Context: an optimization exercise on an open-source flow, tuned for small area, a short achievable clock period and few clock cycles per item. The choices shown serve that exercise and are no tape-out recipe.
No run shown here included a check of the RTL's function; only the layout flow was run.
Power figures rest on the tool's default switching activity, not on a simulated workload.

### flow/config.mk
export PLATFORM = sky130hd
export DESIGN_NAME = mipsExecUnit
export DESIGN_NICKNAME = mipsExecUnit
export VERILOG_FILES = /design/flow/design.v
export SDC_FILE = /design/flow/constraint.sdc
export NUM_CORES = 4
export LEC_CHECK = 0
export CAP_MARGIN = 20
export CORE_MARGIN = 2
export CORE_UTILIZATION = 40
export SLEW_MARGIN = 20
### flow/constraint.sdc
create_clock -name core_clock -period 5.0 [get_ports {clk}]
set_input_delay 1.0000 -clock core_clock [delete_from_list [all_inputs] [get_ports {clk}]]
set_output_delay 1.0000 -clock core_clock [all_outputs]
set_load 0.01 [all_outputs]
### flow/design.v
package mipsPkg;
    localparam int dataWidth    = 32;
    localparam int regAddrWidth = 5;
    localparam int opWidth      = 6;
    localparam int functWidth   = 6;
    localparam int immWidth     = 16;
    localparam int aluOpWidth   = 4;
    localparam logic [opWidth-1:0] opRtype  = 6'b000000;
    localparam logic [opWidth-1:0] opRegimm = 6'b000001;
    localparam logic [opWidth-1:0] opBeq    = 6'b000100;
    localparam logic [opWidth-1:0] opBne    = 6'b000101;
    localparam logic [opWidth-1:0] opBlez   = 6'b000110;
    localparam logic [opWidth-1:0] opBgtz   = 6'b000111;
    localparam logic [opWidth-1:0] opAddi   = 6'b001000;
    localparam logic [opWidth-1:0] opAddiu  = 6'b001001;
    localparam logic [opWidth-1:0] opSlti   = 6'b001010;
    localparam logic [opWidth-1:0] opSltiu  = 6'b001011;
    localparam logic [opWidth-1:0] opAndi   = 6'b001100;
    localparam logic [opWidth-1:0] opOri    = 6'b001101;
    localparam logic [opWidth-1:0] opXori   = 6'b001110;
    localparam logic [opWidth-1:0] opLui    = 6'b001111;
    localparam logic [functWidth-1:0] functSll  = 6'b000000;
    localparam logic [functWidth-1:0] functSrl  = 6'b000010;
    localparam logic [functWidth-1:0] functSra  = 6'b000011;
    localparam logic [functWidth-1:0] functSllv = 6'b000100;
    localparam logic [functWidth-1:0] functSrlv = 6'b000110;
    localparam logic [functWidth-1:0] functSrav = 6'b000111;
    localparam logic [functWidth-1:0] functAdd  = 6'b100000;
    localparam logic [functWidth-1:0] functAddu = 6'b100001;
    localparam logic [functWidth-1:0] functSub  = 6'b100010;
    localparam logic [functWidth-1:0] functSubu = 6'b100011;
    localparam logic [functWidth-1:0] functAnd  = 6'b100100;
    localparam logic [functWidth-1:0] functOr   = 6'b100101;
    localparam logic [functWidth-1:0] functXor  = 6'b100110;
    localparam logic [functWidth-1:0] functNor  = 6'b100111;
    localparam logic [functWidth-1:0] functSlt  = 6'b101010;
    localparam logic [functWidth-1:0] functSltu = 6'b101011;
    localparam logic [aluOpWidth-1:0] aluZero = 4'd0;    
    localparam logic [aluOpWidth-1:0] aluAdd  = 4'd1;
    localparam logic [aluOpWidth-1:0] aluSub  = 4'd2;
    localparam logic [aluOpWidth-1:0] aluSlt  = 4'd3;
    localparam logic [aluOpWidth-1:0] aluSltu = 4'd4;
    localparam logic [aluOpWidth-1:0] aluAnd  = 4'd5;
    localparam logic [aluOpWidth-1:0] aluOr   = 4'd6;
    localparam logic [aluOpWidth-1:0] aluXor  = 4'd7;
    localparam logic [aluOpWidth-1:0] aluNor  = 4'd8;
    localparam logic [aluOpWidth-1:0] aluSll  = 4'd9;
    localparam logic [aluOpWidth-1:0] aluSrl  = 4'd10;
    localparam logic [aluOpWidth-1:0] aluSra  = 4'd11;
endpackage
`timescale 1ns/1ps
module instrDecode (
    input  logic                             clk,
    input  logic                             rstN,
    input  logic                             inValid,
    output logic                             inReady,
    input  logic [31:0]                      instr,
    input  logic [31:0]                      rsValue,
    input  logic [31:0]                      rtValue,
    output logic                             downValid,
    input  logic                             downReady,
    output logic [mipsPkg::aluOpWidth-1:0]   downAluOp,
    output logic [31:0]                      downOperandA,
    output logic [31:0]                      downOperandB,
    output logic [4:0]                       downShiftAmt,
    output logic [4:0]                       downDest,
    output logic                             downBranchTaken,
    output logic                             downIllegal
);
    logic [5:0]  op;
    logic [5:0]  fn;
    logic [4:0]  rtF;
    logic        isR;
    logic        isRegimm;
    logic [mipsPkg::aluOpWidth-1:0] aluOp;
    logic        branch;
    logic        illegal;
    logic        isLui;
    logic        useImm;
    logic        sub;
    logic [31:0] imm;
    logic [31:0] operandB;
    logic [4:0]  shiftAmt;
    logic [4:0]  dest;
    logic        rsZero;
    logic        rsNeg;
    logic        eq;
    logic        taken;
    assign op  = instr[31:26];
    assign fn  = instr[5:0];
    assign rtF = instr[20:16];
    assign isR      = (op == mipsPkg::opRtype);
    assign isRegimm = (op == mipsPkg::opRegimm);
    always_comb begin
        aluOp   = mipsPkg::aluZero;
        branch  = 1'b0;
        illegal = 1'b0;
        if (isR) begin
            case (fn)
                mipsPkg::functAdd, mipsPkg::functAddu: aluOp = mipsPkg::aluAdd;
                mipsPkg::functSub, mipsPkg::functSubu: aluOp = mipsPkg::aluSub;
                mipsPkg::functAnd:  aluOp = mipsPkg::aluAnd;
                mipsPkg::functOr:   aluOp = mipsPkg::aluOr;
                mipsPkg::functXor:  aluOp = mipsPkg::aluXor;
                mipsPkg::functNor:  aluOp = mipsPkg::aluNor;
                mipsPkg::functSlt:  aluOp = mipsPkg::aluSlt;
                mipsPkg::functSltu: aluOp = mipsPkg::aluSltu;
                mipsPkg::functSll, mipsPkg::functSllv: aluOp = mipsPkg::aluSll;
                mipsPkg::functSrl, mipsPkg::functSrlv: aluOp = mipsPkg::aluSrl;
                mipsPkg::functSra, mipsPkg::functSrav: aluOp = mipsPkg::aluSra;
                default:            illegal = 1'b1;
            endcase
        end else begin
            case (op)
                mipsPkg::opAddi, mipsPkg::opAddiu: aluOp = mipsPkg::aluAdd;
                mipsPkg::opSlti:  aluOp = mipsPkg::aluSlt;
                mipsPkg::opSltiu: aluOp = mipsPkg::aluSltu;
                mipsPkg::opAndi:  aluOp = mipsPkg::aluAnd;
                mipsPkg::opOri:   aluOp = mipsPkg::aluOr;
                mipsPkg::opXori:  aluOp = mipsPkg::aluXor;
                mipsPkg::opLui:   aluOp = mipsPkg::aluSll;
                mipsPkg::opBeq, mipsPkg::opBne,
                mipsPkg::opBlez, mipsPkg::opBgtz: branch = 1'b1;
                mipsPkg::opRegimm: begin
                    if (rtF[4:1] == 4'd0) begin
                        branch = 1'b1;
                    end else begin
                        illegal = 1'b1;
                    end
                end
                default: illegal = 1'b1;
            endcase
        end
    end
    assign dest = (illegal || branch) ? 5'd0 : (isR ? instr[15:11] : rtF);
    assign isLui  = (op == mipsPkg::opLui);
    assign useImm = op[3];
    assign sub    = !op[2] && (op[3] ? op[1] : (fn[5] && fn[1] && !fn[2]));
    assign imm    = {{16{instr[15] && !op[2]}}, instr[15:0]};
    assign operandB = (useImm ? imm : rtValue) ^ {32{sub}};
    assign shiftAmt = isLui ? 5'd16 : (fn[2] ? rsValue[4:0] : instr[10:6]);
    assign rsZero = (rsValue == 32'd0);
    assign rsNeg  = rsValue[31];
    assign eq     = (rsValue == rtValue);
    always_comb begin
        taken = 1'b0;
        if (isRegimm) begin
            taken = rtF[0] ? !rsNeg : rsNeg;
        end else begin
            case (op[1:0])
                2'b00: taken = eq;
                2'b01: taken = !eq;
                2'b10: taken = rsNeg || rsZero;
                2'b11: taken = !rsNeg && !rsZero;
            endcase
        end
        taken = taken && branch;
    end
    assign inReady = !downValid || downReady;
    always_ff @(posedge clk or negedge rstN) begin
        if (!rstN) begin
            downValid <= 1'b0;
        end else if (inReady) begin
            downValid <= inValid;
        end
    end
    always_ff @(posedge clk) begin
        if (inValid && inReady) begin
            downAluOp       <= aluOp;
            downOperandA    <= rsValue;
            downOperandB    <= operandB;
            downShiftAmt    <= shiftAmt;
            downDest        <= dest;
            downBranchTaken <= taken;
            downIllegal     <= illegal;
        end
    end
endmodule
`timescale 1ns/1ps
module aluExecute (
    input  logic [mipsPkg::aluOpWidth-1:0] aluOp,
    input  logic [31:0]                    operandA,
    input  logic [31:0]                    operandB,
    input  logic [4:0]                     shiftAmt,
    output logic [31:0]                    data
);
    logic        selSum, selSlt, selSltu, selAnd, selOr, selXor, selNor;
    logic        selSll, selSrl, selSra;
    logic        cin;
    logic [31:0] a;
    logic [31:0] b;
    logic [31:0] p;
    logic [31:0] g;
    logic [31:0] pp;
    logic [31:0] gg;
    logic [31:0] carry;
    logic [31:0] sum;
    logic        cout;
    logic        lessThan;
    logic [31:0] orv;
    logic [31:0] shIn;
    logic [31:0] shOut;
    logic        fill;
    assign selSum  = (aluOp == mipsPkg::aluAdd) || (aluOp == mipsPkg::aluSub);
    assign selSlt  = (aluOp == mipsPkg::aluSlt);
    assign selSltu = (aluOp == mipsPkg::aluSltu);
    assign selAnd  = (aluOp == mipsPkg::aluAnd);
    assign selOr   = (aluOp == mipsPkg::aluOr);
    assign selXor  = (aluOp == mipsPkg::aluXor);
    assign selNor  = (aluOp == mipsPkg::aluNor);
    assign selSll  = (aluOp == mipsPkg::aluSll);
    assign selSrl  = (aluOp == mipsPkg::aluSrl);
    assign selSra  = (aluOp == mipsPkg::aluSra);
    assign cin     = (aluOp == mipsPkg::aluSub) || selSlt || selSltu;
    assign a = operandA;
    assign b = operandB;
    assign p = a ^ b;
    assign g = a & b;
    always_comb begin
        gg = g;
        pp = p;
        gg[0] = g[0] | (p[0] & cin);
        for (int l = 0; l < 5; l++) begin
            for (int j = 0; j < 32; j++) begin
                if (j[l]) begin
                    gg[j] = gg[j] | (pp[j] & gg[((j >> l) << l) - 1]);
                    pp[j] = pp[j] & pp[((j >> l) << l) - 1];
                end
            end
        end
    end
    assign carry = {gg[30:0], cin};
    assign sum   = p ^ carry;
    assign cout  = gg[31];
    assign lessThan = selSltu ? !cout : (p[31] ? sum[31] : a[31]);
    always_comb begin
        for (int i = 0; i < 32; i++) begin
            shIn[i] = selSll ? b[31-i] : b[i];
        end
    end
    assign fill  = selSra & b[31];
    assign shOut = $signed({fill, shIn}) >>> shiftAmt;
    assign orv = p | g;
    always_comb begin
        for (int i = 0; i < 32; i++) begin
            data[i] = (selSum & sum[i])
                    | (selAnd & g[i])
                    | (selOr  & orv[i])
                    | (selXor & p[i])
                    | (selNor & !orv[i])
                    | ((selSrl | selSra) & shOut[i])
                    | (selSll & shOut[31-i]);
        end
        data[0] = data[0] | ((selSlt | selSltu) & lessThan);
    end
endmodule
`timescale 1ns/1ps
module resultStage (
    input  logic        clk,
    input  logic        rstN,
    input  logic        upValid,
    output logic        upReady,
    input  logic [31:0] upData,
    input  logic [4:0]  upDest,
    input  logic        upBranchTaken,
    input  logic        upIllegal,
    output logic        outValid,
    input  logic        outReady,
    output logic [31:0] outData,
    output logic [4:0]  outDest,
    output logic        outWriteEn,
    output logic        outBranchTaken,
    output logic        outIllegal
);
    logic load;
    assign upReady = !outValid || outReady;
    assign load    = upValid && upReady;
    always_ff @(posedge clk or negedge rstN) begin
        if (!rstN) begin
            outValid <= 1'b0;
        end else if (upReady) begin
            outValid <= upValid;
        end
    end
    always_ff @(posedge clk) begin
        if (load) begin
            outData        <= upData;
            outDest        <= upDest;
            outBranchTaken <= upBranchTaken;
            outIllegal     <= upIllegal;
        end
    end
    assign outWriteEn = (outDest != 5'd0);
endmodule
`timescale 1ns/1ps
module mipsExecUnit (
    input  logic                                clk,
    input  logic                                rstN,
    input  logic                                inValid,
    output logic                                inReady,
    input  logic [mipsPkg::dataWidth-1:0]       instr,
    input  logic [mipsPkg::dataWidth-1:0]       rsValue,
    input  logic [mipsPkg::dataWidth-1:0]       rtValue,
    output logic                                outValid,
    input  logic                                outReady,
    output logic [mipsPkg::dataWidth-1:0]       outData,
    output logic [mipsPkg::regAddrWidth-1:0]    outDest,
    output logic                                outWriteEn,
    output logic                                outBranchTaken,
    output logic                                outIllegal
);
    logic                               decValid;
    logic                               decReady;
    logic [mipsPkg::aluOpWidth-1:0]     decAluOp;
    logic [31:0]                        decOperandA;
    logic [31:0]                        decOperandB;
    logic [4:0]                         decShiftAmt;
    logic [4:0]                         decDest;
    logic                               decBranchTaken;
    logic                               decIllegal;
    logic [31:0]                        exeData;
    instrDecode uDecode (
        .clk             (clk),
        .rstN            (rstN),
        .inValid         (inValid),
        .inReady         (inReady),
        .instr           (instr),
        .rsValue         (rsValue),
        .rtValue         (rtValue),
        .downValid       (decValid),
        .downReady       (decReady),
        .downAluOp       (decAluOp),
        .downOperandA    (decOperandA),
        .downOperandB    (decOperandB),
        .downShiftAmt    (decShiftAmt),
        .downDest        (decDest),
        .downBranchTaken (decBranchTaken),
        .downIllegal     (decIllegal)
    );
    aluExecute uExecute (
        .aluOp    (decAluOp),
        .operandA (decOperandA),
        .operandB (decOperandB),
        .shiftAmt (decShiftAmt),
        .data     (exeData)
    );
    resultStage uResult (
        .clk            (clk),
        .rstN           (rstN),
        .upValid        (decValid),
        .upReady        (decReady),
        .upData         (exeData),
        .upDest         (decDest),
        .upBranchTaken  (decBranchTaken),
        .upIllegal      (decIllegal),
        .outValid       (outValid),
        .outReady       (outReady),
        .outData        (outData),
        .outDest        (outDest),
        .outWriteEn     (outWriteEn),
        .outBranchTaken (outBranchTaken),
        .outIllegal     (outIllegal)
    );
endmodule
### flow/run.sh
#!/bin/bash
# synth_recipe.tcl (not shown) runs the flow's synth.tcl, then flattens the netlist and writes it again
# the make line also repeats each setting of config.mk as NAME=value (left out here)
make -C /OpenROAD-flow-scripts/flow DESIGN_CONFIG=/design/flow/config.mk WORK_HOME=/design/flow/orfs CLKGATE_MAP_FILE= SYNTH_SCRIPT=/design/flow/synth_recipe.tcl finish
==> results of run 1 <==
flip-flops by register name, summed over array words and instances (netlist names):
name	cells
uDecode.downOperandB	32
uDecode.downIllegal	1
uResult.outData	32
uDecode.downBranchTaken	1
uResult.outValid	1
uDecode.downDest	5
uDecode.downAluOp	4
uDecode.downOperandA	32
uResult.outBranchTaken	1
uDecode.downShiftAmt	5
uResult.outIllegal	1
uDecode.downValid	1
uResult.outDest	5
power by group:
group	total, mW	internal, mW	switching (mW)
logic	1.21	0.523	0.689
registers	1.34	1.24	0.0973
clock network	1.31	0.715	0.593
total	3.86	2.48	1.38
worst max path at each step:
stage | to | start | depth (start not counted)
6_report | uResult.outData[3] | uDecode.downAluOp[2] | 7
5_1_grt | uResult.outData[17] | uDecode.downAluOp[0] | 16
4_1_cts | uResult.outData[21] | uDecode.downAluOp[2] | 8
3_3_place_gp | uDecode.downBranchTaken | rsValue[1] | 8
2_1_floorplan | uDecode.downAluOp[0] | outReady | 2
3_5_place_dp | uResult.outData[21] | uDecode.downAluOp[2] | 8
cells by family after synthesis:
logic type / after synthesis / share of synthesized area, %
flops: 121 / 32.8
simple gates: 283 / 12.3
compound gates: 307 / 19.2
fa+ha+maj: 74 / 8.79
buf+inv: 152 / 5.80
mux: 104 / 14.8
xor+xnor: 79 / 6.26
final cells by class:
cell class | count | area, sq um | share of cell area [%]
multi-input cells | 847 | 6820 | 51.2
flip-flops and latches | 121 | 3620 | 27.2
repair buffers | 162 | 1560 | 11.7
well taps | 341 | 427 | 3.20
clock buffers | 17 | 425 | 3.19
inverters | 79 | 302 | 2.26
clock inverters | 15 | 174 | 1.31
worst max-delay path, stage by stage, from the launching register on:
cell	delay (ns)
edfxtp_1	0.54
and4bb_1	0.73
mux4_2	0.64
mux2_2	0.33
a21oi_1	0.33
o21ai_0	0.24
a221oi_1	0.65
o31ai_1	0.16
synth_stat cells, types with 13 or more instances:
cell type	n	area [sq um]
a21oi_1	55	275
a221oi_1	35	307
buf_2	13	65.1
clkbuf_1	46	173
edfxtp_1	119	3570
ha_1	68	851
inv_1	76	285
mux2i_1	52	521
mux4_2	34	766
nand2_1	92	345
nor2_1	71	267
nor3_1	27	135
nor4_1	17	106
o21ai_0	75	375
o31ai_1	16	120
xnor2_1	43	377
xor2_1	36	315
per-stage QoR:
step | instances | util, % | hold slack (ns) | worst slack, ns
3_5_place_dp | 1550 | 47.1 | 0.414 | 1.14
2_1_floorplan | 1120 | - | 0.400 | 1.47
6_report | 1582 | 49.3 | 0.423 | 1.11
3_3_place_gp | 1550 | 47.1 | 0.401 | 1.20
4_1_cts | 1582 | 49.3 | 0.421 | 1.13
5_1_grt | 1582 | 49.3 | 0.424 | 0.863
placed cells by master, fill, tap and decap left out, drive strengths merged, types with 10 or more instances in the layout:
master / n
clkdlybuf4s50: 136
edfxtp: 119
nand2: 92
inv: 88
o21ai: 77
nor2: 71
ha: 68
a21oi: 56
mux2i: 52
mux4: 44
xnor2: 43
a221oi: 37
xor2: 36
nor3: 27
buf: 26
nor4: 17
clkbuf: 17
o31ai: 16
o22ai: 12
a221o: 11
nand4: 10
nand2b: 10
nand3: 10
per-layer routing:
layer / wire [um] / track usage [%]
met5: 0 / 0
met4: 1110 / 8.96
met3: 2670 / 4.37
met2: 17700 / 43.8
met1: 17900 / 38.6
==> results.ini, run 1 <==
[outcome]
outcome = timing/DRC/antenna clean

[critical_path]
ff2ff_setup_slack_ns = 1.11
crit_path_end_kind = flop
worst_ep_arrival_time_ns = 4.05
path_class = reg -> reg
r2r_end = uResult.outData[3]
cp.required_ns = 5.16
r2r_start = uDecode.downAluOp[2]
cp_max_fo = 13
cp-start-kind = flop
reg2reg_depth = 7

[hold_path]
hold_class = reg -> reg
hold_end = uResult.outDest[0]
hold_path_startpoint = uDecode.downDest[0]
hold_path_depth = 0

[sta]
hold_violations = 0
slew_headroom_pct = 25.1
fin_crit_sh_pct = 77.9
worst-slew-pin-transition_ns = 1.12
finalSetupViolations = 0
fmax_ghz = 0.257
slew_violations = 0
fin_crit_ns = 3.89
finClkSkew_ns = 0.0185
rsz0062_at_grt = no
setup_tns_ns = 0

[floorplanning]
rows = 60
fp.dieW_um = 170
die_area_sq_um = 29000
core_area_sq_um = 27000
initial_utilization_pct = 40.9
die_h_um = 170
io_pins = 142

[route]
vias = 9772
wl_per_cell_um = 24.9
via_per_inst = 6.18
firstDrtPassIters = 5
ant_nets = 0
drt_iter0_markers = 934
drc = 0
wl_um = 39400

[clock_tree]
cts_tree = done
hold_buffers = 0
clk_pin_slew_worst_paths_ns = 0.08
ctsLongestPathBuffers = 2
clock_latency_ns = 0.44
cts_sinks = 121
cts-buffers-inserted = 17
post_cts_buffers = 0
cts-resized-gates = 0
ctsHtreeMaxLevel = 4
root_buffer = clkbuf_16

[synth]
ys_ff_latch = 121
ys_seq_area_share_pct = 32.8
syn_area_sq_um = 11100
synthCells = 1120
synth_cell_type_count = 81
synthFlopType = edfxtp_1
synthesis.nets = 1294
synthArstFlopShare_pct = 1.65
syn_avg_cell_area_sq_um = 9.87
yosysWarnings = 3
synth_edf_count = 119

[power_and_ir_drop]
p_leak_nw = 5.15
p_total_mw = 3.86
power_density_nw_per_um2 = 290
peakVddDrop_mv = 0.205

[grt]
grt_usage_pct = 27.6
grt_first_pass_wirelength_um = 59100
grt_overflow = 0
grt_pass1_vias = 9474
grt_antenna_before_repair = 0
grt_max_degree = 81

[finish]
drive_above_1_share_pct = 9.67
fill_cells = 2506
fin_area_sq_um = 13300
diodes = 0
final_nets = 1402
layout-area-overhead-vs-synth_pct = 20.6

[placement]
io_buffer_count = 136
dp_hpwl_um = 30600
gp_congestion = 0.969
post_dp_cell_area_sq_um = 12700

[job]
maxCapViolCount = 0

==> run 2: changes to the inputs <==
==> flow/flow/run.sh (new file) <==
#!/bin/bash
# Layout flow: the standard ORFS flow with two changes.
#  - Synthesis is the standard one except for the ABC script that maps the
#    combinational logic (flow/abc.script, delay-targeted &nf mapping).
#    Registers are mapped before ABC runs, so they are the standard ones.
#  - Port buffers are buf_2 cells instead of the delay cell buffer_ports picks.
set -euo pipefail
here=$(pwd)
flowdir=$(cd "$(dirname "${BASH_SOURCE[0]}")" && pwd)

# synth.tcl with the ABC script swapped
sed "s#  log_cmd abc {\*}\$abc_args#  set abc_args [lreplace \$abc_args 0 1 -script $flowdir/abc.script]\n  log_cmd abc {*}\$abc_args#" \
    "$FLOW_HOME/scripts/synth.tcl" > "$here/synth_custom_abc.tcl"
grep -q "abc.script" "$here/synth_custom_abc.tcl"
sed "s#source \$::env(SCRIPTS_DIR)/synth.tcl#source $here/synth_custom_abc.tcl#" \
    "$here/synth_recipe.tcl" > "$here/synth_recipe_custom.tcl"
grep -q "synth_custom_abc.tcl" "$here/synth_recipe_custom.tcl"
sed "s#SYNTH_SCRIPT=[^ ]*synth_recipe.tcl#SYNTH_SCRIPT=$here/synth_recipe_custom.tcl#" \
    "$here/standard.sh" > "$here/standard_custom.sh"
grep -q "synth_recipe_custom.tcl" "$here/standard_custom.sh"

bash "$here/standard_custom.sh" \
    BUFFER_PORTS_ARGS="-buffer_cell sky130_fd_sc_hd__buf_2" finish > "$here/flow_make.log" 2>&1
==> flow/flow/abc.script (new file) <==

&get -n
&st
&dch
&nf -D 2000
&put
topo
buffer -p
upsize -D 2000
dnsize -D 2000
==> flow/standard.sh (new file) <==
#!/bin/bash
# synth_recipe.tcl (not shown) runs the flow's synth.tcl, then flattens the netlist and writes it again
# the make line also repeats each setting of config.mk as NAME=value (left out here)
make -C /OpenROAD-flow-scripts/flow DESIGN_CONFIG=/design/flow/config.mk WORK_HOME=/design/flow/orfs CLKGATE_MAP_FILE= SYNTH_SCRIPT=/design/flow/synth_recipe.tcl "${@:-finish}"
--- a/flow/config.mk
+++ b/flow/config.mk
@@ -8,4 +8,5 @@
 export CAP_MARGIN = 20
 export CORE_MARGIN = 2
 export CORE_UTILIZATION = 40
+export GPL_TIMING_DRIVEN = 1
 export SLEW_MARGIN = 20
removed: flow/run.sh
==> run 2 against run 1 <==
Effect of this change:
- still clean
- count of clock-buffer cells in the layout unchanged
- die area down 4.2%
- power down 5.1%
- flip-flop and latch count unchanged
- sequential share of layout area up 2.6 points
- synthesized cell count down 4.6%
- worst hold slack worse by 0.080 ns
- global-route usage down 4.2 points
- synthesized area down 4.3%
- critical endpoint is now uResult.outData[16]
- largest power group unchanged
==> results.ini, run 2 <==
[outcome]
outcome = timing/DRC/antenna clean  ; unchanged

[synth]
syn_avg_cell_area_sq_um = 9.89  ; was 9.87 sq um
ys_ff_latch = 121  ; unchanged
synthMostInstantiatedCell = edfxtp_1  ; unchanged
synth_cell_type_count = 67  ; was 81
synthFlopType = edfxtp_1  ; unchanged
synth_top_area_share_pct = 33.8  ; was 32.3%
synthesis.nets = 1243  ; was 1294
ys_seq_area_share_pct = 34.3  ; was 32.8%
ys_top_cells_by_count = 119 x edfxtp_1, 104 x nand2_1, 84 x mux2i_1, 76 x inv_1, 73 x a21oi_1  ; was 119 x edfxtp_1, 92 x nand2_1, 76 x inv_1, 75 x o21ai_0, 71 x nor2_1
synth_edf_count = 119  ; unchanged
yosysTopAreaCell = edfxtp_1  ; unchanged
yosysWarnings = 3  ; unchanged
syn_area_sq_um = 10600  ; was 11100 sq um
synthCells = 1069  ; was 1120
synthArstFlopShare_pct = 1.65  ; unchanged
synth.area.top_cells = edfxtp_1 34%, ha_1 8.0%, mux2i_1 8.0%  ; was edfxtp_1 32%, ha_1 7.7%, mux4_2 6.9%

[finish]
final_nets = 1354  ; was 1402
diodes = 0  ; unchanged
fin_area_sq_um = 12200  ; was 13300 sq um
reg_top3 = uDecode.downOperandA: 32 flops, uDecode.downOperandB: 32 flops, uResult.outData: 32 flops  ; unchanged
mostFrequentLayoutCell = buf_2  ; was clkdlybuf4s50_1
final_cells = 1528  ; was 1582
layout-area-overhead-vs-synth_pct = 15.0  ; was 20.6%
drive_above_1_share_pct = 20.1  ; was 9.67%
layout_common_cells = 136 x buf_2, 119 x edfxtp_1, 104 x nand2_1, 84 x mux2i_1, 76 x inv_1  ; was 136 x clkdlybuf4s50_1, 119 x edfxtp_1, 92 x nand2_1, 76 x inv_1, 75 x o21ai_0

[sta]
rsz0062_at_grt = no  ; unchanged
fin_crit_ns = 4.34  ; was 3.89 ns
slew_violations = 0  ; unchanged
fin_crit_sh_pct = 86.8  ; was 77.9%
hold_violations = 0  ; unchanged
fin_ws_ns = 0.658  ; was 1.11 ns
fmax_ghz = 0.230  ; was 0.257 GHz
finalSetupViolations = 0  ; unchanged
slew_headroom_pct = 30.5  ; was 25.1%
finClkSkew_ns = 0.0135  ; was 0.0185 ns
setup_tns_ns = 0  ; unchanged
worst-slew-pin-transition_ns = 1.04  ; was 1.12 ns

[job]
maxCapViolCount = 0  ; unchanged

[route]
via_per_inst = 5.97  ; was 6.18
vias = 9117  ; was 9772
firstDrtPassIters = 6  ; was 5
drt_iter0_markers = 712  ; was 934
wl_um = 32700  ; was 39400 um
wl_per_cell_um = 21.4  ; was 24.9 um
ant_nets = 0  ; unchanged
drc = 0  ; unchanged

[clock_tree]
root_buffer = clkbuf_16  ; unchanged
cts-buffers-inserted = 17  ; unchanged
post_cts_buffers = 0  ; unchanged
hold_buffers = 0  ; unchanged
ctsLongestPathBuffers = 2  ; unchanged
ctsHtreeMaxLevel = 4  ; unchanged
cts_tree = done  ; unchanged
cts-resized-gates = 0  ; unchanged
clock_latency_ns = 0.43  ; was 0.44 ns
cts_sinks = 121  ; unchanged
clk_pin_slew_worst_paths_ns = 0.06  ; was 0.08 ns

[critical_path]
crit_path_end_kind = flop  ; unchanged
cp.required_ns = 5.18  ; was 5.16 ns
path_class = reg -> reg  ; unchanged
worst_ep_arrival_time_ns = 4.52  ; was 4.05 ns
cp_max_fo = 10  ; was 13
cp-start-kind = flop  ; unchanged

[floorplanning]
rows = 59  ; was 60
die_h_um = 167  ; was 170 um
core_area_sq_um = 26000  ; was 27000 sq um
die_area_sq_um = 27800  ; was 29000 sq um
io_pins = 142  ; unchanged
initial_utilization_pct = 40.7  ; was 40.9%
fp.dieW_um = 167  ; was 170 um

[hold_path]
hold_class = in -> async  ; was reg -> reg

[power_and_ir_drop]
p_leak_nw = 5.01  ; was 5.15 nW
p_total_mw = 3.66  ; was 3.86 mW
power_density_nw_per_um2 = 301  ; was 290 nW/um^2
peakVddDrop_mv = 0.192  ; was 0.205 mV

[grt]
grt_max_degree = 81  ; unchanged
grt_usage_pct = 23.4  ; was 27.6%
grt_pass1_vias = 8612  ; was 9474
grt_overflow = 0  ; unchanged
grt_antenna_before_repair = 0  ; unchanged
grt_first_pass_wirelength_um = 50400  ; was 59100 um

[placement]
post-place-ws_ns = 0.810  ; was 1.14 ns
gp_congestion = 0.923  ; was 0.969
dp_hpwl_um = 25100  ; was 30600 um
placed_cells = 1496  ; was 1550
post_dp_cell_area_sq_um = 11600  ; was 12700 sq um
io_buffer_count = 136  ; unchanged

-- run 2: cell types whose count changed after synthesis, moves of 12 or more --
cell,previous run,this run
a222oi_1,0,14
mux2i_1,52,84
nand2_1,92,104
nor3_1,27,7
nor2_1,71,41
a21oi_1,55,73
o31ai_1,16,2
a221oi_1,35,9
nand3_1,10,26
-- run 2: kinds of logic after synthesis --
family | count (synthesis) | synth area share, %
flops | 121 | 34.3
buf+inv | 140 | 5.34
simple gates | 247 | 11.0
mux | 124 | 16.0
fa+ha+maj | 74 | 9.18
xor+xnor | 86 | 7.12
compound gates | 277 | 17.0
-- run 2: final timing paths --
path,startpoint,to,slack (ns),depth (start not counted)
setup reg to reg,uDecode.downAluOp[1],uResult.outData[16],0.66,17
max in group asynchronous,rstN,uResult.outValid,4.56,1
min in group core_clock,uDecode.downDest[1],uResult.outDest[1],0.42,0
hold / removal,rstN,uDecode.downValid,0.34,1
hold reg to reg,uDecode.downDest[1],uResult.outDest[1],0.42,0
setup / recovery,uDecode.downAluOp[1],uResult.outData[16],0.66,17
-- run 2: metrics by stage --
step                utilization (%)  hold WS [ns]
global placement               44.5         0.401
finish                         46.8         0.343
global route                   46.8         0.328
floorplan                         -         0.400
detailed placement             44.5         0.414
CTS                            46.8         0.329
-- run 2: worst max-delay path, stage by stage (launching register included) --
cell and delay [ns]:
edfxtp_1 0.51, or2_2 0.37, nor2_1 0.18, a21oi_1 0.08, fa_1 0.37, inv_1 0.07, fa_1 0.18, nand3_1 0.10
a211oi_1 0.27, buf_4 0.18, o2111ai_1 0.27, nand2_1 0.18, inv_1 0.08, fa_1 0.49, o221ai_1 0.12, a21oi_1 0.33
o21ai_1 0.10, o21bai_2 0.20
-- run 2: report_power, final --
part / internal (mW) / total, mW / switching (mW) / leakage (nW)
clock network: 0.716 / 1.25 / 0.538 / 0.291
logic: 0.436 / 1.07 / 0.633 / 3.54
registers: 1.24 / 1.34 / 0.0942 / 1.18
-- run 2: area by class of cell --
class	count	area, sq um
Fill cell	2483	13800
Multi-Input combinational cell	808	6410
Sequential cell	121	3620
Timing Repair Buffer	152	801
Clock buffer	17	425
Tap cell	335	419
Inverter	80	300
Clock inverter	15	175
-- run 2: routing by layer --
layer  vias up  part of all wire, %  global-route usage, %
met5         -                    0                      0
met4         0                  3.4                   8.96
met3        57                  8.1                   5.44
met2       427                   44                   34.8
met1      4391                   45                   33.1
li1       4242                    -                      -
==> run 3: changes to the inputs <==
--- a/flow/design.v
+++ b/flow/design.v
@@ -60,6 +60,8 @@
     output logic                             downValid,
     input  logic                             downReady,
     output logic [mipsPkg::aluOpWidth-1:0]   downAluOp,
+    output logic                             downCarryIn,
+    output logic                             downShiftLeft,
     output logic [31:0]                      downOperandA,
     output logic [31:0]                      downOperandB,
     output logic [4:0]                       downShiftAmt,
@@ -167,6 +169,8 @@
     always_ff @(posedge clk) begin
         if (inValid && inReady) begin
             downAluOp       <= aluOp;
+            downCarryIn     <= sub;
+            downShiftLeft   <= (aluOp == mipsPkg::aluSll);
             downOperandA    <= rsValue;
             downOperandB    <= operandB;
             downShiftAmt    <= shiftAmt;
@@ -179,6 +183,8 @@
 `timescale 1ns/1ps
 module aluExecute (
     input  logic [mipsPkg::aluOpWidth-1:0] aluOp,
+    input  logic                           carryIn,
+    input  logic                           shiftLeft,
     input  logic [31:0]                    operandA,
     input  logic [31:0]                    operandB,
     input  logic [4:0]                     shiftAmt,
@@ -208,10 +214,10 @@
     assign selOr   = (aluOp == mipsPkg::aluOr);
     assign selXor  = (aluOp == mipsPkg::aluXor);
     assign selNor  = (aluOp == mipsPkg::aluNor);
-    assign selSll  = (aluOp == mipsPkg::aluSll);
+    assign selSll  = shiftLeft;
     assign selSrl  = (aluOp == mipsPkg::aluSrl);
     assign selSra  = (aluOp == mipsPkg::aluSra);
-    assign cin     = (aluOp == mipsPkg::aluSub) || selSlt || selSltu;
+    assign cin     = carryIn;
     assign a = operandA;
     assign b = operandB;
     assign p = a ^ b;
@@ -219,7 +225,6 @@
     always_comb begin
         gg = g;
         pp = p;
-        gg[0] = g[0] | (p[0] & cin);
         for (int l = 0; l < 5; l++) begin
             for (int j = 0; j < 32; j++) begin
                 if (j[l]) begin
@@ -229,9 +234,9 @@
             end
         end
     end
-    assign carry = {gg[30:0], cin};
+    assign carry = {gg[30:0] | (pp[30:0] & {31{cin}}), cin};
     assign sum   = p ^ carry;
-    assign cout  = gg[31];
+    assign cout  = gg[31] | (pp[31] & cin);
     assign lessThan = selSltu ? !cout : (p[31] ? sum[31] : a[31]);
     always_comb begin
         for (int i = 0; i < 32; i++) begin
@@ -312,6 +317,8 @@
     logic                               decValid;
     logic                               decReady;
     logic [mipsPkg::aluOpWidth-1:0]     decAluOp;
+    logic                               decCarryIn;
+    logic                               decShiftLeft;
     logic [31:0]                        decOperandA;
     logic [31:0]                        decOperandB;
     logic [4:0]                         decShiftAmt;
@@ -330,6 +337,8 @@
         .downValid       (decValid),
         .downReady       (decReady),
         .downAluOp       (decAluOp),
+        .downCarryIn     (decCarryIn),
+        .downShiftLeft   (decShiftLeft),
         .downOperandA    (decOperandA),
         .downOperandB    (decOperandB),
         .downShiftAmt    (decShiftAmt),
@@ -339,6 +348,8 @@
     );
     aluExecute uExecute (
         .aluOp    (decAluOp),
+        .carryIn  (decCarryIn),
+        .shiftLeft(decShiftLeft),
         .operandA (decOperandA),
         .operandB (decOperandB),
         .shiftAmt (decShiftAmt),
==> flow/flow/abc.script (replaced) <==
&get -n
&st
&dch
&nf
&st
&syn2
&if -g -K 6
&synch2
&nf
&st
&syn2
&if -g -K 6
&synch2
&nf
&st
&syn2
&if -g -K 6
&synch2
&nf
&st
&syn2
&if -g -K 6
&synch2
&nf
&st
&syn2
&if -g -K 6
&synch2
&nf
&put
buffer -c
topo
stime -c
upsize -c
dnsize -c
--- a/flow/config.mk
+++ b/flow/config.mk
@@ -9,4 +9,5 @@
 export CORE_MARGIN = 2
 export CORE_UTILIZATION = 40
 export GPL_TIMING_DRIVEN = 1
+export SETUP_SLACK_MARGIN = 1.5
 export SLEW_MARGIN = 20
==> run 3 against run 2 <==
Effect of this change:
- flip-flop and latch count grew 2
- final area increased by 6.0%
- die area grew 5.3%
- critical path type unchanged
- sequential share of layout area down 1.2 points
==> results.ini, run 3 <==
[sta]
slew_headroom_pct = 29.7  ; was 30.5%
slew_violations = 0  ; unchanged
hold_violations = 0  ; unchanged
setup_tns_ns = 0  ; unchanged
timing.hold.ws_ns = 0.334  ; was 0.343 ns
fin_ws_ns = 1.55  ; was 0.658 ns
finClkSkew_ns = 0.0189  ; was 0.0135 ns
rsz0062_at_grt = no  ; unchanged
worst-slew-pin-transition_ns = 1.05  ; was 1.04 ns
finalSetupViolations = 0  ; unchanged
fin_crit_ns = 3.45  ; was 4.34 ns
fmax_ghz = 0.290  ; was 0.230 GHz
fin_crit_sh_pct = 69.0  ; was 86.8%

[grt]
grt_usage_pct = 26.9  ; was 23.4%
grt_max_degree = 83  ; was 81
grt_overflow = 0  ; unchanged
grt_first_pass_wirelength_um = 58300  ; was 50400 um
grt_pass1_vias = 9149  ; was 8612
grt_antenna_before_repair = 0  ; unchanged

[route]
firstDrtPassIters = 5  ; was 6
wl_um = 38900  ; was 32700 um
via_per_inst = 6.08  ; was 5.97
vias = 9930  ; was 9117
drt_iter0_markers = 1289  ; was 712
ant_nets = 0  ; unchanged
drc = 0  ; unchanged
wl_per_cell_um = 23.9  ; was 21.4 um

[placement]
io_buffer_count = 136  ; unchanged
gp_congestion = 0.986  ; was 0.923
post-place-ws_ns = 1.47  ; was 0.810 ns
dp_hpwl_um = 29700  ; was 25100 um

[clock_tree]
root_buffer = clkbuf_16  ; unchanged
ctsLongestPathBuffers = 2  ; unchanged
cts-buffers-inserted = 17  ; unchanged
ctsHtreeMaxLevel = 4  ; unchanged
clk_pin_slew_worst_paths_ns = 0.07  ; was 0.06 ns
cts_sinks = 123  ; was 121
cts_tree = done  ; unchanged
clock_latency_ns = 0.44  ; was 0.43 ns

[synth]
synthFlopType = edfxtp_1  ; unchanged
ys_ff_latch = 123  ; was 121
synthCells = 1123  ; was 1069
synth.area.top_cells = edfxtp_1 33%, mux4_2 10%, ha_1 7.6%  ; was edfxtp_1 34%, ha_1 8.0%, mux2i_1 8.0%
synth_cell_type_count = 70  ; was 67
ys_top_cells_by_count = 121 x edfxtp_1, 93 x o21ai_0, 85 x nor2_1, 80 x inv_1, 77 x a21oi_1  ; was 119 x edfxtp_1, 104 x nand2_1, 84 x mux2i_1, 76 x inv_1, 73 x a21oi_1
synthesis.nets = 1292  ; was 1243
ys_seq_area_share_pct = 33.0  ; was 34.3%
yosysWarnings = 3  ; unchanged
synth_edf_count = 121  ; was 119
yosysTopAreaCell = edfxtp_1  ; unchanged
syn_area_sq_um = 11200  ; was 10600 sq um
syn_avg_cell_area_sq_um = 9.93  ; was 9.89 sq um
synth_top_area_share_pct = 32.6  ; was 33.8%
synthMostInstantiatedCell = edfxtp_1  ; unchanged
synthArstFlopShare_pct = 1.63  ; was 1.65%

[finish]
drive_above_1_share_pct = 23.9  ; was 20.1%
reg_top3 = uDecode.downOperandA: 32 flops, uDecode.downOperandB: 32 flops, uResult.outData: 32 flops  ; unchanged
fill_cells = 2643  ; was 2483
final_nets = 1410  ; was 1354
diodes = 0  ; unchanged
layout_common_cells = 136 x buf_2, 121 x edfxtp_1, 93 x o21ai_0, 84 x nor2_1, 78 x inv_1  ; was 136 x buf_2, 119 x edfxtp_1, 104 x nand2_1, 84 x mux2i_1, 76 x inv_1
layout-area-overhead-vs-synth_pct = 15.5  ; was 15.0%
mostFrequentLayoutCell = buf_2  ; unchanged

[critical_path]
crit_chain = buf_4 > inv_2 > mux2i_1 > mux4_2 > a21oi_1 > a221o_1 > a221o_1  ; was or2_2 > nor2_1 > a21oi_1 > fa_1 > inv_1 > fa_1 > nand3_1 > a211oi_1 > buf_4 > o2111ai_1 > nand2_1 > inv_1 > fa_1 > o221ai_1 > a21oi_1 > o21ai_1 > o21bai_2
path_buf_inv = 2  ; was 3
cp_slowest_stage_delay_ns = 0.64  ; was 0.51 ns
crit_path_end_kind = flop  ; unchanged
worst_ep_arrival_time_ns = 3.62  ; was 4.52 ns
crit_top_cell = a221o_1  ; was fa_1
slowest_stage = mux2i_1  ; was edfxtp_1
cp.required_ns = 5.17  ; was 5.18 ns
path_delay_family = multiplexers  ; was compound AO/OA/AOI/OAI gates
path_class = reg -> reg  ; unchanged
cp-start-kind = flop  ; unchanged
cp_max_fo = 26  ; was 10

[outcome]
outcome = timing/DRC/antenna clean  ; unchanged

[floorplanning]
fp.dieW_um = 171  ; was 167 um
initial_utilization_pct = 40.4  ; was 40.7%
die_h_um = 171  ; was 167 um
io_pins = 142  ; unchanged
rows = 61  ; was 59
die_area_sq_um = 29200  ; was 27800 sq um
core_area_sq_um = 27600  ; was 26000 sq um

[hold_path]
hold_class = in -> async  ; unchanged

[power_and_ir_drop]
power_density_nw_per_um2 = 301  ; about the same
peakVddDrop_mv = 0.161  ; was 0.192 mV
p_leak_nw = 5.23  ; was 5.01 nW

[job]
maxCapViolCount = 0  ; unchanged

run 3: final timing paths:
| kind | from | end | slack (ns) | cells past startpoint |
|---|---|---|---|---|
| worst min register to register | uDecode.downIllegal | uResult.outIllegal | 0.42 | 0 |
| worst max register to register | uDecode.downShiftLeft | uResult.outData[11] | 1.55 | 7 |
| worst max-delay path | uDecode.downShiftLeft | uResult.outData[11] | 1.55 | 7 |
| min in group core_clock | uDecode.downIllegal | uResult.outIllegal | 0.42 | 0 |
| worst min-delay path | rstN | uResult.outValid | 0.33 | 1 |
| max in group asynchronous | rstN | uDecode.downValid | 4.57 | 1 |
run 3: stage by stage:
| stage | instances | cell area (sq um) | power, mW | utilization [%] |
|---|---|---|---|---|
| floorplan | 1123 | 11200 | 2.15 | - |
| global placement | 1585 | 12200 | 2.56 | 44.0 |
| detailed placement | 1585 | 12200 | 2.57 | 44.0 |
| CTS | 1623 | 12800 | 3.84 | 46.4 |
| global route | 1632 | 12900 | 4.04 | 46.6 |
| finish | 1632 | 12900 | 3.87 | 46.6 |
run 3: timing repair:
item                       4_1_cts  5_1_grt
hold buffers                     0        0
setup buffers                    6        9
pin swaps                        0        1
resized for setup                0        5
setup endpoints to repair        1        6
run 3: power breakdown:
part	switching [mW]	internal, mW
logic	0.723	0.506
registers	0.102	1.27
clock network	0.563	0.714
run 3: cells by family (layout without fill, tap and decap cells):
group	after synthesis	count (layout)	share of synthesized area, %
AOI/OAI and AO/OA	313	313	18.2
xor gates and xnor gates	82	82	6.44
adders and majority gates	69	69	7.81
buffers and inverters	156	287	5.69
DFF	123	123	33.0
muxes	131	131	18.3
and+or+nand+nor	249	249	10.5
run 3: layer usage:
| layer | vias to the layer above | part of all wire [%] | global-route usage [%] |
|---|---|---|---|
| li1 | 4481 | - | - |
| met1 | 4854 | 44 | 38.5 |
| met2 | 534 | 45 | 42.2 |
| met3 | 61 | 8.6 | 4.09 |
| met4 | 0 | 2.6 | 7.70 |
| met5 | - | 0 | 0 |
run 3: cell type report:
cell class	instances	area, sq um	share of cell area [%]
clock buffers	17	425	3.30
clock inverters	15	170	1.32
inverters	82	308	2.39
multi-input cells	844	6870	53.3
flip-flops and latches	123	3680	28.6
well taps	378	473	3.67
repair buffers	173	958	7.44
==> run 4: changes to the inputs <==
==> flow/flow/abc.script (replaced) <==

&get -n
&st
&dch
&nf -D 2000
&put
topo
buffer -p
upsize -D 2000
dnsize -D 2000
==> run 4 against run 3 <==
Effect of this change:
- critical path depth rose by 3
- sequential share of layout area up 1.6 points
- highest routed layer is now met5
- sequential power is essentially flat
- clock skew is 0.0032 ns lower
- largest cell class unchanged
- non-clock buffer count down 17
- still clean
- clock power is essentially flat
- via count shrank 5.6%
==> results.ini, run 4 <==
[placement]
gp_congestion = 0.956  ; was 0.986
post_dp_cell_area_sq_um = 11500  ; was 12200 sq um
placed_cells = 1530  ; was 1585
dp_hpwl_um = 26300  ; was 29700 um
io_buffer_count = 136  ; unchanged

[power_and_ir_drop]
p_total_mw = 3.68  ; was 3.87 mW
p_leak_nw = 4.93  ; was 5.23 nW
power_density_nw_per_um2 = 302  ; was 301 nW/um^2
peakVddDrop_mv = 0.181  ; was 0.161 mV

[sta]
rsz0062_at_grt = no  ; unchanged
slew_violations = 0  ; unchanged
worst-slew-pin-transition_ns = 1.17  ; was 1.05 ns
fin_crit_sh_pct = 67.2  ; was 69.0%
hold_violations = 0  ; unchanged
fin_crit_ns = 3.36  ; was 3.45 ns
setup_tns_ns = 0  ; unchanged
fmax_ghz = 0.298  ; was 0.290 GHz
finClkSkew_ns = 0.0156  ; was 0.0189 ns
slew_headroom_pct = 21.4  ; was 29.7%
finalSetupViolations = 0  ; unchanged

[finish]
layout-area-overhead-vs-synth_pct = 15.6  ; was 15.5%
diodes = 0  ; unchanged
layout_common_cells = 136 x buf_2, 121 x edfxtp_1, 103 x nand2_1, 100 x o21ai_0, 79 x inv_1  ; was 136 x buf_2, 121 x edfxtp_1, 93 x o21ai_0, 84 x nor2_1, 78 x inv_1
drive_above_1_share_pct = 20.3  ; was 23.9%
fin_util_pct = 46.9  ; was 46.6%
final_nets = 1391  ; was 1410
reg_top3 = uDecode.downOperandA: 32 flops, uDecode.downOperandB: 32 flops, uResult.outData: 32 flops  ; unchanged
final_cells = 1570  ; was 1632
fin_area_sq_um = 12200  ; was 12900 sq um
mostFrequentLayoutCell = buf_2  ; unchanged

[grt]
grt_usage_pct = 24.8  ; was 26.9%
grt_max_degree = 83  ; unchanged
grt_antenna_before_repair = 1  ; was 0
grt_first_pass_wirelength_um = 52600  ; was 58300 um
grt_overflow = 0  ; unchanged
grt_pass1_vias = 8716  ; was 9149

[synth]
ys_ff_latch = 123  ; unchanged
synthMostInstantiatedCell = edfxtp_1  ; unchanged
synthCells = 1108  ; was 1123
syn_area_sq_um = 10500  ; was 11200 sq um
synthArstFlopShare_pct = 1.63  ; unchanged
syn_avg_cell_area_sq_um = 9.51  ; was 9.93 sq um
synthesis.nets = 1277  ; was 1292
ys_seq_area_share_pct = 34.9  ; was 33.0%
synth.area.top_cells = edfxtp_1 34%, ha_1 8.1%, mux4_2 6.8%  ; was edfxtp_1 33%, mux4_2 10%, ha_1 7.6%
synth_top_area_share_pct = 34.5  ; was 32.6%
ys_top_cells_by_count = 121 x edfxtp_1, 103 x nand2_1, 101 x o21ai_0, 79 x inv_1, 72 x nor2_1  ; was 121 x edfxtp_1, 93 x o21ai_0, 85 x nor2_1, 80 x inv_1, 77 x a21oi_1
synth_edf_count = 121  ; unchanged
yosysWarnings = 3  ; unchanged
synthFlopType = edfxtp_1  ; unchanged
yosysTopAreaCell = edfxtp_1  ; unchanged
synth_cell_type_count = 67  ; was 70

[floorplanning]
core_area_sq_um = 26000  ; was 27600 sq um
die_area_sq_um = 27700  ; was 29200 sq um
fp.dieW_um = 166  ; was 171 um
rows = 59  ; was 61
initial_utilization_pct = 40.6  ; was 40.4%
io_pins = 142  ; unchanged
die_h_um = 166  ; was 171 um

[route]
wl_per_cell_um = 22.1  ; was 23.9 um
vias = 9375  ; was 9930
drt_iter0_markers = 958  ; was 1289
drc = 0  ; unchanged
firstDrtPassIters = 7  ; was 5
ant_nets = 0  ; unchanged
via_per_inst = 5.97  ; was 6.08
wl_um = 34800  ; was 38900 um

[clock_tree]
ctsLongestPathBuffers = 2  ; unchanged
root_buffer = clkbuf_16  ; unchanged
cts_tree = done  ; unchanged
ctsHtreeMaxLevel = 4  ; unchanged
clock_latency_ns = 0.44  ; about the same
hold_buffers = 0  ; unchanged
cts_sinks = 123  ; unchanged
clk_pin_slew_worst_paths_ns = 0.06  ; was 0.07 ns
cts-buffers-inserted = 17  ; unchanged

[critical_path]
cp.required_ns = 5.21  ; was 5.17 ns
crit_path_end_kind = flop  ; unchanged
r2r_end = uResult.outData[31]  ; was uResult.outData[11]
cp-start-kind = flop  ; unchanged
reg2reg_depth = 10  ; was 7
worst_ep_arrival_time_ns = 3.57  ; was 3.62 ns
path_class = reg -> reg  ; unchanged
ff2ff_setup_slack_ns = 1.64  ; was 1.55 ns
cp_max_fo = 10  ; was 26
r2r_start = uDecode.downOperandB[7]  ; was uDecode.downShiftLeft

[job]
maxCapViolCount = 0  ; unchanged

[hold_path]
hold_class = in -> async  ; unchanged

[outcome]
outcome = timing/DRC/antenna clean  ; unchanged

==> run 4: cell types whose count changed in the layout (fill, tap and decap cells not counted), sizes merged, moves of 17 or more <==
cell	change
xnor2	+26
buf	-17
xor2	-28
mux4	-22
a21oi	-18
nand2	+32
==> run 4: layout make-up <==
class	instances	area [sq um]
clock buffers	19	433
clock inverters	13	146
fillers	2530	13800
inverters	82	308
multi-input cells	842	6350
flip-flops and latches	123	3680
well taps	335	419
repair buffers	156	847
==> run 4: repair_timing <==
item / CTS / global route
resized for setup: 0 / 4
buffers inserted: 0 / 8
setup endpoints to repair: 0 / 16
==> run 4: how the worst max path moves through the flow <==
stage | start | to | slack, ns | depth (start not counted)
2_1_floorplan | uDecode.downOperandB[7] | uResult.outData[29] | 2.13 | 11
3_3_place_gp | uDecode.downShiftLeft | uResult.outData[23] | 1.61 | 8
3_5_place_dp | uDecode.downOperandB[1] | uResult.outData[31] | 1.59 | 10
4_1_cts | uDecode.downOperandB[1] | uResult.outData[31] | 1.58 | 10
5_1_grt | uDecode.downShiftAmt[1] | uResult.outData[25] | 1.51 | 8
6_report | uDecode.downOperandB[7] | uResult.outData[31] | 1.64 | 10
==> run 4: metrics by stage <==
step,worst slack (ns),hold WS [ns]
after floorplan,2.13,0.400
after global placement,1.61,0.403
after detailed placement,1.59,0.407
after CTS,1.58,0.332
after global routing,1.51,0.335
final,1.64,0.339
==> run 4: worst max-delay path, stage by stage, from the launching register on <==
cell	delay, ns
edfxtp_1	0.51
inv_1	0.08
ha_1	0.37
and4_2	0.27
or3b_4	0.43
o21a_1	0.20
o211a_1	0.25
o21ai_4	0.36
a311oi_1	0.18
xnor2_1	0.15
o21ai_0	0.31
==> run 4: logic make-up (layout without fill, tap and decap cells) <==
kind of cell	count (synthesis)	count (layout)	synth area share [%]
fa+ha+maj	69	69	8.26
buf+inv	143	270	5.34
xor+xnor	80	80	6.65
compound gates	316	316	19.6
simple gates	286	286	12.7
flops	123	123	34.9
mux	91	91	12.6
==> run 4: report_power, final <==
group          switching (mW)  internal (mW)
logic                   0.628          0.433
registers               0.109           1.26
clock network           0.508          0.738
==> run 4: routing by layer <==
| metal | global-route usage, % | up-vias | wire length [um] |
|---|---|---|---|
| li1 | - | 4365 | - |
| met1 | 36.4 | 4447 | 15600 |
| met2 | 36.2 | 497 | 14800 |
| met3 | 5.34 | 64 | 3220 |
| met4 | 8.47 | 2 | 1090 |
| met5 | 0 | - | 13 |
==> run 5: changes to the inputs <==
--- a/flow/config.mk
+++ b/flow/config.mk
@@ -9,5 +9,5 @@
 export CORE_MARGIN = 2
 export CORE_UTILIZATION = 40
 export GPL_TIMING_DRIVEN = 1
-export SETUP_SLACK_MARGIN = 1.5
+export SETUP_SLACK_MARGIN = 2.0
 export SLEW_MARGIN = 20
==> run 5 against run 4 <==
Effect of this change:
- core utilization up 1.7 points
- clock power is essentially flat
- power increased by 2.3%
- fmax up 14%
- sequential share of layout area fell by 1.0 points
- wire length up 2.2%
- worst hold slack worse by 0.0013 ns
- flip-flop and latch count unchanged
- largest cell class unchanged
==> results.ini, run 5 <==
[power_and_ir_drop]
comb_power_share_pct = 30.6  ; was 28.8%
power_frac_seq_pct = 36.3  ; was 37.3%
peakVddDrop_mv = 0.185  ; was 0.181 mV
p_leak_nw = 5.09  ; was 4.93 nW
power_frac_clock_pct = 33.1  ; was 33.9%
power_density_nw_per_um2 = 299  ; was 302 nW/um^2
p_sw_mw = 1.28  ; was 1.25 mW
intPower_mw = 2.49  ; was 2.44 mW
swShare_pct = 34.0  ; was 33.8%

[finish]
fin_area_sq_um = 12600  ; was 12200 sq um
reg_top3 = uDecode.downOperandA: 32 flops, uDecode.downOperandB: 32 flops, uResult.outData: 32 flops  ; unchanged
layout_common_cells = 136 x buf_2, 121 x edfxtp_1, 103 x nand2_1, 88 x o21ai_0, 75 x inv_1  ; was 136 x buf_2, 121 x edfxtp_1, 103 x nand2_1, 100 x o21ai_0, 79 x inv_1
fill_cells = 2480  ; was 2530
final_nets = 1416  ; was 1391
layout-area-overhead-vs-synth_pct = 19.7  ; was 15.6%
drive_above_1_share_pct = 24.4  ; was 20.3%
mostFrequentLayoutCell = buf_2  ; unchanged
diodes = 0  ; unchanged

[grt]
grt_first_pass_wirelength_um = 53200  ; was 52600 um
grt_pass1_vias = 8792  ; was 8716
grt_usage_pct = 25.1  ; was 24.8%
busiest_layer = met2  ; was met1
grt_overflow = 0  ; unchanged
met1_usage_pct = 36.7  ; was 36.4%
grt_antenna_before_repair = 1  ; unchanged
use_met2_pct = 36.8  ; was 36.2%
grt_max_degree = 83  ; unchanged
met3_usage_pct = 5.58  ; was 5.34%

[sta]
worst-slew-pin-transition_ns = 1.04  ; was 1.17 ns
fmax_ghz = 0.339  ; was 0.298 GHz
setup_tns_ns = 0  ; unchanged
fin_ws_ns = 2.05  ; was 1.64 ns
rsz0062_at_grt = no  ; unchanged
finalSetupViolations = 0  ; unchanged
slew_violations = 0  ; unchanged
timing.hold.ws_ns = 0.337  ; was 0.339 ns
fin_crit_ns = 2.95  ; was 3.36 ns
slew_headroom_pct = 30.8  ; was 21.4%
fin_crit_sh_pct = 59.1  ; was 67.2%
finClkSkew_ns = 0.0161  ; was 0.0156 ns
hold_violations = 0  ; unchanged

[synth]
synth_top_area_share_pct = 34.5  ; unchanged
synth_edf_count = 121  ; unchanged
synth_cell_type_count = 67  ; unchanged
yosysTopAreaCell = edfxtp_1  ; unchanged
ys_top_cells_by_count = 121 x edfxtp_1, 103 x nand2_1, 101 x o21ai_0, 79 x inv_1, 72 x nor2_1  ; unchanged
syn_area_sq_um = 10500  ; unchanged
synthMostInstantiatedCell = edfxtp_1  ; unchanged
syn_avg_cell_area_sq_um = 9.51  ; unchanged
synth.area.top_cells = edfxtp_1 34%, ha_1 8.1%, mux4_2 6.8%  ; unchanged
synthCells = 1108  ; unchanged
ys_ff_latch = 123  ; unchanged
ys_seq_area_share_pct = 34.9  ; unchanged
yosysWarnings = 3  ; unchanged
synthArstFlopShare_pct = 1.63  ; unchanged
synthesis.nets = 1277  ; unchanged
synthFlopType = edfxtp_1  ; unchanged

[floorplanning]
die_area_sq_um = 27700  ; unchanged
rows = 59  ; unchanged
initial_utilization_pct = 40.6  ; unchanged
die_h_um = 166  ; unchanged
fp.dieW_um = 166  ; unchanged
io_pins = 142  ; unchanged
core_area_sq_um = 26000  ; unchanged

[clock_tree]
clock_latency_ns = 0.44  ; about the same
clk_pin_slew_worst_paths_ns = 0.07  ; was 0.06 ns
ctsLongestPathBuffers = 2  ; unchanged
cts-buffers-inserted = 17  ; unchanged
cts_tree = done  ; unchanged
hold_buffers = 0  ; unchanged
ctsHtreeMaxLevel = 4  ; unchanged
root_buffer = clkbuf_16  ; unchanged
cts_sinks = 123  ; unchanged

[critical_path]
crit_chain = inv_1 > ha_4 > and4_4 > or3b_4 > o21a_1 > o211a_4 > nor3_4 > o31ai_1 > nor3b_1 > or3_1  ; was inv_1 > ha_1 > and4_2 > or3b_4 > o21a_1 > o211a_1 > o21ai_4 > a311oi_1 > xnor2_1 > o21ai_0
path_buf_inv = 1  ; unchanged
ff2ff_setup_slack_ns = 2.05  ; was 1.64 ns
cp-start-kind = flop  ; unchanged
slowest_stage = or3b_4  ; was edfxtp_1
cp.required_ns = 5.18  ; was 5.21 ns
cp_slowest_stage_delay_ns = 0.43  ; was 0.51 ns
r2r_end = uResult.outData[29]  ; was uResult.outData[31]
crit_path_end_kind = flop  ; unchanged
path_delay_family = simple AND/OR/NAND/NOR gates  ; was compound AO/OA/AOI/OAI gates
worst_ep_arrival_time_ns = 3.13  ; was 3.57 ns
reg2reg_depth = 10  ; unchanged
path_class = reg -> reg  ; unchanged
r2r_start = uDecode.downOperandB[4]  ; was uDecode.downOperandB[7]
cp_max_fo = 7  ; was 10

[placement]
post_dp_cell_area_sq_um = 11500  ; unchanged
gp_congestion = 0.956  ; unchanged
io_buffer_count = 136  ; unchanged
post-place-ws_ns = 1.59  ; unchanged
dp_hpwl_um = 26300  ; unchanged

[job]
maxCapViolCount = 0  ; unchanged

[route]
drc = 0  ; unchanged
drt_iter0_markers = 954  ; was 958
wl_um = 35500  ; was 34800 um
via_per_inst = 5.93  ; was 5.97
firstDrtPassIters = 6  ; was 7
ant_nets = 0  ; unchanged
wl_per_cell_um = 22.3  ; was 22.1 um
vias = 9456  ; was 9375

[hold_path]
hold_class = in -> async  ; unchanged

[outcome]
outcome = timing/DRC/antenna clean  ; unchanged

-- run 5: changes by cell type in the layout (fill, tap and decap cells not counted), moves of 3 or more --
| cell | before | now |
|---|---|---|
| a21oi_2 | 1 | 4 |
| ha_4 | 0 | 7 |
| inv_1 | 79 | 75 |
| o21ai_0 | 100 | 88 |
| o21ai_1 | 3 | 13 |
| buf_4 | 18 | 41 |
| a21oi_1 | 60 | 56 |
| inv_2 | 3 | 6 |
| ha_1 | 68 | 61 |
-- run 5: area by class of cell --
type	instances	area, sq um	share of cell area, %
clock buffer	19	433	3.43
inverter	82	313	2.48
clock inverter	13	146	1.16
timing repair buffer	181	1070	8.50
multi-input combinational	842	6550	51.9
sequential	123	3680	29.2
tap	335	419	3.32
-- run 5: metrics by stage --
| stage | utilization (%) | power, mW | instances |
|---|---|---|---|
| after detailed placement | 44.3 | 2.42 | 1530 |
| after CTS | 47.2 | 3.69 | 1574 |
| after global routing | 48.6 | 3.93 | 1595 |
| final | 48.6 | 3.77 | 1595 |
| after floorplan | - | 2.06 | 1108 |
| after global placement | 44.3 | 2.41 | 1530 |
-- run 5: repair_timing --
item                       CTS  global route
resized for setup           14            47
gates cloned                 1             0
pin swaps                    3            11
setup endpoints to repair   31            26
buffers inserted            11            21
-- run 5: power by group through the flow --
| stage | logic, mW | clock network [mW] | registers, mW |
|---|---|---|---|
| 2_1_floorplan | 0.704 | 0 | 1.35 |
| 3_3_place_gp | 1.02 | 0 | 1.39 |
| 3_5_place_dp | 1.03 | 0 | 1.39 |
| 4_1_cts | 1.07 | 1.25 | 1.37 |
| 5_1_grt | 1.25 | 1.31 | 1.37 |
| 6_report | 1.15 | 1.25 | 1.37 |
-- run 5: kinds of logic (layout without fill, tap and decap cells) --
logic type	count (synthesis)	in the layout	synth area share, %
adder cells (fa/ha/maj)	69	69	8.26
XOR/XNOR	80	80	6.65
multiplexers	91	91	12.6
flip-flops	123	123	34.9
buffers and inverters	143	295	5.34
AO/OA/AOI/OAI	316	316	19.6
AND/OR/NAND/NOR	286	286	12.7
-- run 5: worst max path at each step --
stage	startpoint	endpoint	cells past startpoint
global route	uDecode.downShiftAmt[0]	uResult.outData[26]	9
global placement	uDecode.downShiftLeft	uResult.outData[23]	8
detailed placement	uDecode.downOperandB[1]	uResult.outData[31]	10
CTS	uDecode.downOperandB[7]	uResult.outData[29]	10
floorplan	uDecode.downOperandB[7]	uResult.outData[29]	11
finish	uDecode.downOperandB[4]	uResult.outData[29]	10
-- run 5: worst reg2reg max path: stages, from the launching register on --
cell	delay (ns)
edfxtp_1	0.42
inv_1	0.11
ha_4	0.31
and4_4	0.25
or3b_4	0.43
o21a_1	0.21
o211a_4	0.20
nor3_4	0.15
o31ai_1	0.09
nor3b_1	0.14
or3_1	0.41
-- run 5: routing by layer --
layer | vias to the layer above | share of wire [%]
met5 | - | 0.037
met4 | 2 | 3.0
met3 | 60 | 9.0
met2 | 496 | 43
met1 | 4482 | 45
li1 | 4416 | -
==> run 6: changes to the inputs <==
--- a/flow/config.mk
+++ b/flow/config.mk
@@ -9,5 +9,5 @@
 export CORE_MARGIN = 2
 export CORE_UTILIZATION = 40
 export GPL_TIMING_DRIVEN = 1
-export SETUP_SLACK_MARGIN = 2.0
+export SETUP_SLACK_MARGIN = 2.5
 export SLEW_MARGIN = 20
==> run 6 against run 5 <==
Effect of this change:
- still clean
- final area increased by 8.6%
- synthesized area unchanged
- count of clock-buffer cells in the layout stayed put
- combinational power up 23%
- synthesized cell count unchanged
- clock power hardly changed
- non-clock buffer count rose by 43
- power up 7.5%
- fmax is 1.2% higher
- largest cell class unchanged
==> results.ini, run 6 <==
[outcome]
outcome = timing/DRC/antenna clean  ; unchanged

[synth]
synthesis.nets = 1277  ; unchanged
yosysTopAreaCell = edfxtp_1  ; unchanged
synth_top_area_share_pct = 34.5  ; unchanged
synth_cell_type_count = 67  ; unchanged
syn_area_sq_um = 10500  ; unchanged
synthFlopType = edfxtp_1  ; unchanged
yosysWarnings = 3  ; unchanged
ys_ff_latch = 123  ; unchanged
ys_top_cells_by_count = 121 x edfxtp_1, 103 x nand2_1, 101 x o21ai_0, 79 x inv_1, 72 x nor2_1  ; unchanged
synth.area.top_cells = edfxtp_1 34%, ha_1 8.1%, mux4_2 6.8%  ; unchanged
ys_seq_area_share_pct = 34.9  ; unchanged
synth_edf_count = 121  ; unchanged
synthMostInstantiatedCell = edfxtp_1  ; unchanged

[floorplanning]
core_area_sq_um = 26000  ; unchanged
die_area_sq_um = 27700  ; unchanged
die_h_um = 166  ; unchanged
io_pins = 142  ; unchanged

[placement]
gp_congestion = 0.908  ; was 0.956
io_buffer_count = 136  ; unchanged
post_dp_cell_area_sq_um = 11600  ; was 11500 sq um
post-place-ws_ns = 1.41  ; was 1.59 ns

[critical_path]
cp_max_fo = 5  ; was 7
path_class = reg -> reg  ; unchanged
r2r_end = uResult.outData[14]  ; was uResult.outData[29]
worst_ep_arrival_time_ns = 3.08  ; was 3.13 ns
ff2ff_setup_slack_ns = 2.08  ; was 2.05 ns
cp-start-kind = flop  ; unchanged
crit_path_end_kind = flop  ; unchanged
reg2reg_depth = 8  ; was 10
cp.required_ns = 5.17  ; was 5.18 ns

[route]
wl_per_cell_um = 22.2  ; was 22.3 um
drt_iter0_markers = 976  ; was 954
wl_um = 36400  ; was 35500 um
drc = 0  ; unchanged
ant_nets = 0  ; unchanged
vias = 9831  ; was 9456

[sta]
slew_violations = 0  ; unchanged
fmax_ghz = 0.343  ; was 0.339 GHz
hold_violations = 0  ; unchanged
slew_headroom_pct = 24.4  ; was 30.8%
setup_tns_ns = 0  ; unchanged
worst-slew-pin-transition_ns = 1.13  ; was 1.04 ns
finClkSkew_ns = 0.00929  ; was 0.0161 ns
finalSetupViolations = 0  ; unchanged
fin_ws_ns = 2.08  ; was 2.05 ns

[finish]
drive_above_1_share_pct = 35.1  ; was 24.4%
final_nets = 1459  ; was 1416
mostFrequentLayoutCell = buf_2  ; unchanged
layout-area-overhead-vs-synth_pct = 30.0  ; was 19.7%
diodes = 0  ; unchanged
reg_top3 = uDecode.downOperandA: 32 flops, uDecode.downOperandB: 32 flops, uResult.outData: 32 flops  ; unchanged
fin_util_pct = 52.7  ; was 48.6%
fin_area_sq_um = 13700  ; was 12600 sq um

[grt]
grt_first_pass_wirelength_um = 54600  ; was 53200 um
grt_overflow = 0  ; unchanged
grt_usage_pct = 25.6  ; was 25.1%
grt_antenna_before_repair = 0  ; was 1
grt_max_degree = 83  ; unchanged
grt_pass1_vias = 9263  ; was 8792

[power_and_ir_drop]
p_leak_nw = 5.43  ; was 5.09 nW
peakVddDrop_mv = 0.187  ; was 0.185 mV
p_total_mw = 4.05  ; was 3.77 mW

[clock_tree]
hold_buffers = 0  ; unchanged
cts-buffers-inserted = 17  ; unchanged
clock_latency_ns = 0.42  ; was 0.44 ns
clk_pin_slew_worst_paths_ns = 0.06  ; was 0.07 ns
cts_tree = done  ; unchanged
root_buffer = clkbuf_16  ; unchanged
ctsLongestPathBuffers = 2  ; unchanged

[hold_path]
hold_class = in -> async  ; unchanged

-- run 6: cell counts after synthesis --
No cell type changed its count.
-- run 6: repair_timing --
action,in CTS,in global routing
cloned,2,0
buffers inserted,55,20
resized for setup,136,90
endpoints found under the setup margin,45,55
pin swaps,37,47
-- run 6: worst max-delay path by stage --
stage | startpoint | to | slack (ns)
after floorplan | uDecode.downOperandB[4] | uResult.outData[21] | 2.36
after global placement | uDecode.downShiftAmt[0] | uResult.outData[23] | 1.47
after detailed placement | uDecode.downShiftLeft | uResult.outData[23] | 1.41
after CTS | uDecode.downOperandB[7] | uResult.outData[0] | 2.13
after global routing | uDecode.downOperandB[10] | uResult.outData[0] | 2.03
final | uDecode.downOperandB[17] | uResult.outData[14] | 2.08
-- run 6: final cells by class --
| class | instances | area (sq um) | share of cell area (%) |
|---|---|---|---|
| multi-input combinational | 842 | 7170 | 52.3 |
| sequential | 123 | 3680 | 26.9 |
| timing repair buffer | 224 | 1520 | 11.1 |
| clock buffer | 19 | 433 | 3.16 |
| tap | 335 | 419 | 3.06 |
| inverter | 82 | 313 | 2.28 |
| clock inverter | 13 | 170 | 1.24 |
-- run 6: logic make-up after synthesis --
| logic type | share of synthesized area [%] |
|---|---|
| flip-flops | 34.9 |
| adder cells (fa/ha/maj) | 8.26 |
| AND/OR/NAND/NOR | 12.7 |
| buffers and inverters | 5.34 |
| AO/OA/AOI/OAI | 19.6 |
| multiplexers | 12.6 |
| XOR/XNOR | 6.65 |
-- run 6: report_power, final --
part           leakage, nW  internal (mW)  switching, mW
logic                 3.95          0.631          0.782
clock network        0.284          0.789          0.495
registers             1.20           1.26         0.0900
total                 5.43           2.68           1.37
-- run 6: through the flow --
| step | hold slack [ns] | instances |
|---|---|---|
| finish | 0.344 | 1638 |
| global route | 0.337 | 1638 |
| CTS | 0.333 | 1617 |
| detailed placement | 0.406 | 1528 |
| global placement | 0.402 | 1528 |
| floorplan | 0.400 | 1108 |
-- run 6: layer usage --
layer / global-route usage, % / vias to the layer above / wire, um / share of wire, %
met3: 4.58 / 88 / 3170 / 8.7
met1: 36.0 / 4700 / 15700 / 43
met2: 40.7 / 534 / 16100 / 44
met5: 0 / - / 0 / 0
met4: 7.53 / 0 / 1380 / 3.8
li1: - / 4509 / - / -
-- run 6: worst max-delay path: stages (launching register included) --
cell,delay [ns]
edfxtp_1,0.55
buf_6,0.22
mux4_2,0.47
mux2_4,0.31
o21ai_1,0.18
a21o_1,0.18
a2bb2oi_1,0.31
o21ai_0,0.13
a211o_1,0.30

Check on run 6: ideal ports give 2.083 ns setup slack; a clkbuf_16 on the clock port and buf_2 on the inputs give 2.083 ns; moving port delays by the midpoint clock arrival (0.469 ns) as well gives 2.083 ns.
